From an optimization exercise on the open Yosys and OpenROAD flow, aimed at small area and a short achievable clock period; shortcuts taken in it are not production practice. Function was checked by simulation only, so behaviour that the tests miss may differ from the original. Power and IR drop assume default switching activity.

Design smm_result_sorter, start of the top module:
module smm_result_sorter #(
    parameter int unsigned DEPTH = 48,
    parameter int unsigned IDX_W = 5,
    parameter int unsigned VAL_W = 9
) (
    input  logic             clk,
    input  logic             rst,
    input  logic             in_valid,
    input  logic [IDX_W-1:0] in_row,
    input  logic [IDX_W-1:0] in_col,
    input  logic [VAL_W-1:0] in_val,
    output logic             in_ready,
    output logic             out_valid,
    output logic             out_last,
    output logic [IDX_W-1:0] out_row,
    output logic [IDX_W-1:0] out_col,
    output logic [VAL_W-1:0] out_val,
    output logic             overflow
);
Size in the first run: ~7400 cells after synthesis, ~1100 flip-flops, about 45 I/O pins.
clock: 7.0 ns
lec_check: 0
cap_margin: 20
core_margin: 2
core_utilization: 60
cts_buf_list: sky130_fd_sc_hd__clkbuf_8
setup_slack_margin: 4.2
slew_margin: 20
standard.sh (not shown) runs the stock make flow with config.mk's settings and CLKGATE_MAP_FILE= SYNTH_SCRIPT=/design/flow/synth_recipe.tcl, a recipe that flattens the netlist after the stock synthesis.
==> flow/flow/run.sh <==
#!/bin/bash
set -euo pipefail
bash standard.sh 'BUFFER_PORTS_ARGS=-buffer_cell sky130_fd_sc_hd__buf_4' finish > flow_make.log 2>&1
The baseline failed in global routing.
Next try:
CORE_UTILIZATION = 40   (was 60)
The changed run finished clean.
Synthesized area stays the same.
Synthesized cell count stays the same.


The RTL this note starts from:
==> flow/design.v <==
module smm_result_sorter #(
    parameter int unsigned DEPTH = 48,
    parameter int unsigned IDX_W = 5,
    parameter int unsigned VAL_W = 9
) (
    input  logic             clk,
    input  logic             rst,
    input  logic             in_valid,
    input  logic [IDX_W-1:0] in_row,
    input  logic [IDX_W-1:0] in_col,
    input  logic [VAL_W-1:0] in_val,
    output logic             in_ready,
    output logic             out_valid,
    output logic             out_last,
    output logic [IDX_W-1:0] out_row,
    output logic [IDX_W-1:0] out_col,
    output logic [VAL_W-1:0] out_val,
    output logic             overflow
);
    localparam int unsigned KEY_W = 2 * IDX_W;
    localparam int unsigned CNT_W = $clog2(DEPTH + 1);
    localparam logic [1:0] StIdle  = 2'd0;
    localparam logic [1:0] StLoad  = 2'd1;
    localparam logic [1:0] StDrain = 2'd2;
    logic [1:0]       state_q;
    logic [KEY_W-1:0] key_q [DEPTH];
    logic [VAL_W-1:0] val_q [DEPTH];
    logic [CNT_W-1:0] count_q;
    logic [DEPTH-1:0] rsel_q;
    logic             ovf_q;
    logic             p_valid_q;
    logic [KEY_W-1:0] p_key_q;
    logic [VAL_W-1:0] p_val_q;
    logic             draining;
    logic             take;
    logic             drain_last;
    logic             full;
    logic             match;
    logic             ins;
    logic             match_q;
    logic             ins_q;
    logic             full_q;
    logic             rdy_q;
    logic             in_match;
    logic             full_next;
    logic             in_drop;
    logic [DEPTH-1:0] occ;
    logic [DEPTH-1:0] lt;
    logic [DEPTH-1:0] rsel;
    logic [DEPTH-1:0] ltc, eqc, lt_d, eq_d, lt_q;
    logic             pk_lt, pk_eq;
    logic [KEY_W-1:0] in_key;
    logic [DEPTH-1:0] s_n, s_p, s_h, s_m, v_h, v_p;
    logic             m_valid_q;
    logic             pk_same_q;
    logic [DEPTH-1:0] m_pos_q;
    logic [VAL_W-1:0] m_rdv_q;
    logic [VAL_W-1:0] m_val_q;
    logic [KEY_W-1:0] rd_key;
    logic [VAL_W-1:0] rd_val;
    logic [VAL_W:0]   sum_w;
    logic [VAL_W-1:0] sum;
    function automatic logic [1:0] key_cmp(input logic [KEY_W-1:0] a, input logic [KEY_W-1:0] b);
        logic [15:0] l0, e0;
        logic [7:0]  l1, e1;
        logic [3:0]  l2, e2;
        logic [1:0]  l3, e3;
        for (int k = 0; k < 16; k++) begin
            l0[k] = (k < KEY_W) ? (!a[k % KEY_W] && b[k % KEY_W]) : 1'b0;
            e0[k] = (k < KEY_W) ? !(a[k % KEY_W] ^ b[k % KEY_W]) : 1'b1;
        end
        for (int k = 0; k < 8; k++) begin
            l1[k] = l0[2*k+1] || (e0[2*k+1] && l0[2*k]);
            e1[k] = e0[2*k+1] && e0[2*k];
        end
        for (int k = 0; k < 4; k++) begin
            l2[k] = l1[2*k+1] || (e1[2*k+1] && l1[2*k]);
            e2[k] = e1[2*k+1] && e1[2*k];
        end
        for (int k = 0; k < 2; k++) begin
            l3[k] = l2[2*k+1] || (e2[2*k+1] && l2[2*k]);
            e3[k] = e2[2*k+1] && e2[2*k];
        end
        key_cmp = {l3[1] || (e3[1] && l3[0]), e3[1] && e3[0]};
    endfunction
    function automatic logic key_lt(input logic [KEY_W-1:0] a, input logic [KEY_W-1:0] b);
        logic l;
        l = 1'b0;
        for (int k = 0; k < KEY_W; k++) begin
            l = (a[k] ^ b[k]) ? b[k] : l;
        end
        key_lt = l;
    endfunction
    assign in_key     = {in_row, in_col};
    assign draining   = (state_q == StDrain);
    assign in_ready   = rdy_q;
    assign take       = in_valid && !draining;
    assign drain_last = (count_q == CNT_W'(1));
    assign full       = full_q;
    always_comb begin
        for (int i = 0; i < DEPTH; i++) begin
            occ[i]  = (CNT_W'(i) < count_q);
            {ltc[i], eqc[i]} = key_cmp(key_q[i], in_key) & {2{occ[i]}};
        end
        pk_lt = key_lt(p_key_q, in_key);
        pk_eq = (p_key_q == in_key);
        for (int i = 0; i < DEPTH; i++) begin
            lt_d[i] = (s_h[i] && ltc[i]) || (s_p[i] && ltc[i == 0 ? 0 : i-1]) || (s_n[i] && pk_lt);
            eq_d[i] = (s_h[i] && eqc[i]) || (s_p[i] && eqc[i == 0 ? 0 : i-1]) || (s_n[i] && pk_eq);
        end
    end
    assign lt    = lt_q;
    assign rsel  = rsel_q;
    assign match = match_q;
    assign ins   = ins_q;
    assign in_match  = (|eqc) || (pk_eq && (ins || match));
    assign full_next = full || (ins && count_q == CNT_W'(DEPTH - 1));
    assign in_drop   = take && !in_match && full_next;
    always_comb begin
        rd_key = '0;
        rd_val = '0;
        for (int i = 0; i < DEPTH; i++) begin
            rd_key = rd_key | (key_q[i] & {KEY_W{rsel[i]}});
            rd_val = rd_val | (val_q[i] & {VAL_W{rsel[i]}});
        end
    end
    always_comb begin
        logic [VAL_W-1:0] g, p, gg, pp, gn, pn;
        g  = m_rdv_q & m_val_q;
        p  = m_rdv_q ^ m_val_q;
        gg = g;
        pp = p;
        for (int d = 1; d < VAL_W; d = d * 2) begin
            gn = gg;
            pn = pp;
            for (int i = d; i < VAL_W; i++) begin
                gn[i] = gg[i] | (pp[i] & gg[i-d]);
                pn[i] = pp[i] & pp[i-d];
            end
            gg = gn;
            pp = pn;
        end
        sum_w = {gg[VAL_W-1], p ^ {gg[VAL_W-2:0], 1'b0}};
    end
    assign sum      = sum_w[VAL_W] ? {VAL_W{1'b1}} : sum_w[VAL_W-1:0];
    assign overflow = ovf_q;
    always_ff @(posedge clk) begin
        if (rst) begin
            rdy_q <= 1'b1;
        end else begin
            rdy_q <= !((state_q == StLoad && !in_valid) || (draining && !drain_last));
        end
    end
    always_ff @(posedge clk) begin
        if (rst) begin
            state_q <= StIdle;
        end else begin
            case (state_q)
                StIdle:  if (in_valid) state_q <= StLoad;
                StLoad:  if (!in_valid) state_q <= StDrain;
                StDrain: if (drain_last) state_q <= StIdle;
                default: state_q <= StIdle;
            endcase
        end
    end
    always_ff @(posedge clk) begin
        p_key_q <= in_key;
        p_val_q <= in_val;
        if (rst || !take) begin
            p_valid_q <= 1'b0;
            match_q   <= 1'b0;
            ins_q     <= 1'b0;
            lt_q      <= '0;
        end else begin
            p_valid_q <= 1'b1;
            match_q   <= in_match;
            ins_q     <= !in_match && !full_next;
            lt_q      <= lt_d;
        end
    end
    always_comb begin
        for (int j = 0; j < DEPTH; j++) begin
            s_n[j] = ins && !lt[j] && (j == 0 || lt[j == 0 ? 0 : j-1]);
            s_p[j] = ins && j != 0 && !lt[j == 0 ? 0 : j-1];
            s_h[j] = !(s_n[j] || s_p[j]);
            s_m[j] = m_valid_q && ((s_p[j] && m_pos_q[j == 0 ? 0 : j-1]) || (s_h[j] && m_pos_q[j]));
            v_h[j] = s_h[j] && !s_m[j];
            v_p[j] = s_p[j] && !s_m[j];
        end
    end
    always_ff @(posedge clk) begin
        for (int j = 0; j < DEPTH; j++) begin
            key_q[j] <= (key_q[j] & {KEY_W{s_h[j]}})
                      | (key_q[j == 0 ? 0 : j-1] & {KEY_W{s_p[j]}})
                      | (p_key_q & {KEY_W{s_n[j]}});
            val_q[j] <= (val_q[j] & {VAL_W{v_h[j]}})
                      | (val_q[j == 0 ? 0 : j-1] & {VAL_W{v_p[j]}})
                      | (p_val_q & {VAL_W{s_n[j]}})
                      | (sum & {VAL_W{s_m[j]}});
        end
    end
    always_ff @(posedge clk) begin
        m_rdv_q <= (m_valid_q && pk_same_q) ? sum : rd_val;
        m_val_q <= p_val_q;
        m_pos_q <= rsel_q;
        if (rst) begin
            m_valid_q <= 1'b0;
            pk_same_q <= 1'b0;
        end else begin
            m_valid_q <= p_valid_q && match;
            pk_same_q <= pk_eq;
        end
    end
    always_ff @(posedge clk) begin
        if (rst) begin
            count_q <= '0;
            full_q  <= 1'b0;
            ovf_q   <= 1'b0;
        end else begin
            if (state_q == StIdle && in_valid) begin
                ovf_q <= 1'b0;
            end else if (in_drop) begin
                ovf_q <= 1'b1;
            end
            if (draining) begin
                count_q <= count_q - CNT_W'(1);
                full_q  <= 1'b0;
            end else if (ins) begin
                count_q <= count_q + CNT_W'(1);
                full_q  <= (count_q == CNT_W'(DEPTH - 1));
            end
        end
    end
    always_ff @(posedge clk) begin
        if (rst) begin
            rsel_q <= '0;
        end else if (take) begin
            rsel_q <= eq_d;
        end else if (state_q == StLoad) begin
            rsel_q <= DEPTH'(1);
        end else if (draining && !drain_last) begin
            rsel_q <= {rsel_q[DEPTH-2:0], 1'b0};
        end else begin
            rsel_q <= '0;
        end
    end
    always_ff @(posedge clk) begin
        if (rst || !draining) begin
            out_valid <= 1'b0;
            out_last  <= 1'b0;
            out_row   <= '0;
            out_col   <= '0;
            out_val   <= '0;
        end else begin
            out_valid <= 1'b1;
            out_last  <= drain_last;
            out_row   <= rd_key[KEY_W-1:IDX_W];
            out_col   <= rd_key[IDX_W-1:0];
            out_val   <= (m_valid_q && m_pos_q[0] && rsel_q[0]) ? sum : rd_val;
        end
    end
endmodule
clock: 7.0 ns
lec_check: 0
cap_margin: 20
core_margin: 2
core_utilization: 40
setup_slack_margin: 4.2
slew_margin: 20
run.sh (not shown) runs the stock make flow with config.mk's settings and CLKGATE_MAP_FILE= SYNTH_SCRIPT=/design/flow/synth_recipe.tcl, a recipe that flattens the netlist after the stock synthesis.
Stock flow here: none of the scripts above is used.
Edit:
==> flow/flow/run.sh (new file) <==
#!/bin/bash
set -euo pipefail
bash standard.sh 'BUFFER_PORTS_ARGS=-buffer_cell sky130_fd_sc_hd__buf_4' finish > flow_make.log 2>&1
==> flow/standard.sh (new file) <==
#!/bin/bash
# synth_recipe.tcl (not shown) runs the flow's synth.tcl, then flattens the netlist and writes it again
# the make line also repeats each setting of config.mk as NAME=value (left out here)
make -C /OpenROAD-flow-scripts/flow DESIGN_CONFIG=/design/flow/config.mk WORK_HOME=/design/flow/orfs CLKGATE_MAP_FILE= SYNTH_SCRIPT=/design/flow/synth_recipe.tcl "${@:-finish}"
- CORE_UTILIZATION: 40 -> 50
- CTS_BUF_LIST: default -> sky130_fd_sc_hd__clkbuf_8
removed: flow/run.sh
- via count goes up by 3.0%
- global-route usage came out higher by 8.1 points
- clock-buffer cell count goes up by 60
- sequential power stays flat
- cell area is lower by 4.1%
- combinational power came out lower by 6.2%

-- what the ideal ports hide --
No port has a modelled driver above. Below, the same layouts with a new extraction and two added sets of constraints. Step 1 (the two cells are an assumption about what drives the block):
set clk [get_ports {clk}]
set_driving_cell -lib_cell sky130_fd_sc_hd__clkbuf_16 $clk
set_driving_cell -lib_cell sky130_fd_sc_hd__buf_2 [delete_from_list [all_inputs] $clk]
Step 2 also shifts input and output timing later by t, the mid clock arrival at the registers, as if the neighbouring blocks saw the same clock. Three values: ideal ports, drivers, drivers and shift; two values: the first two.
run	t (ns)	setup WS [ns]	hold WS [ns]	worst slew at a driven data input, ns
the second run of note 1	1.137	3.839 / 3.642 / 2.505	0.412 / 0.390 / 0.412	0.43
the first run of note 2	0.911	3.776 / 3.543 / 2.632	0.433 / 0.433 / 0.433	0.44
the second run of note 2	1.071	3.855 / 3.743 / 2.673	0.413 / 0.413 / 0.413	0.38
After both steps every run listed still meets setup and hold. For the second run of note 1, which loses most, drivers alone change the setup slack by -0.197 ns; drivers and shift together by -1.334 ns.
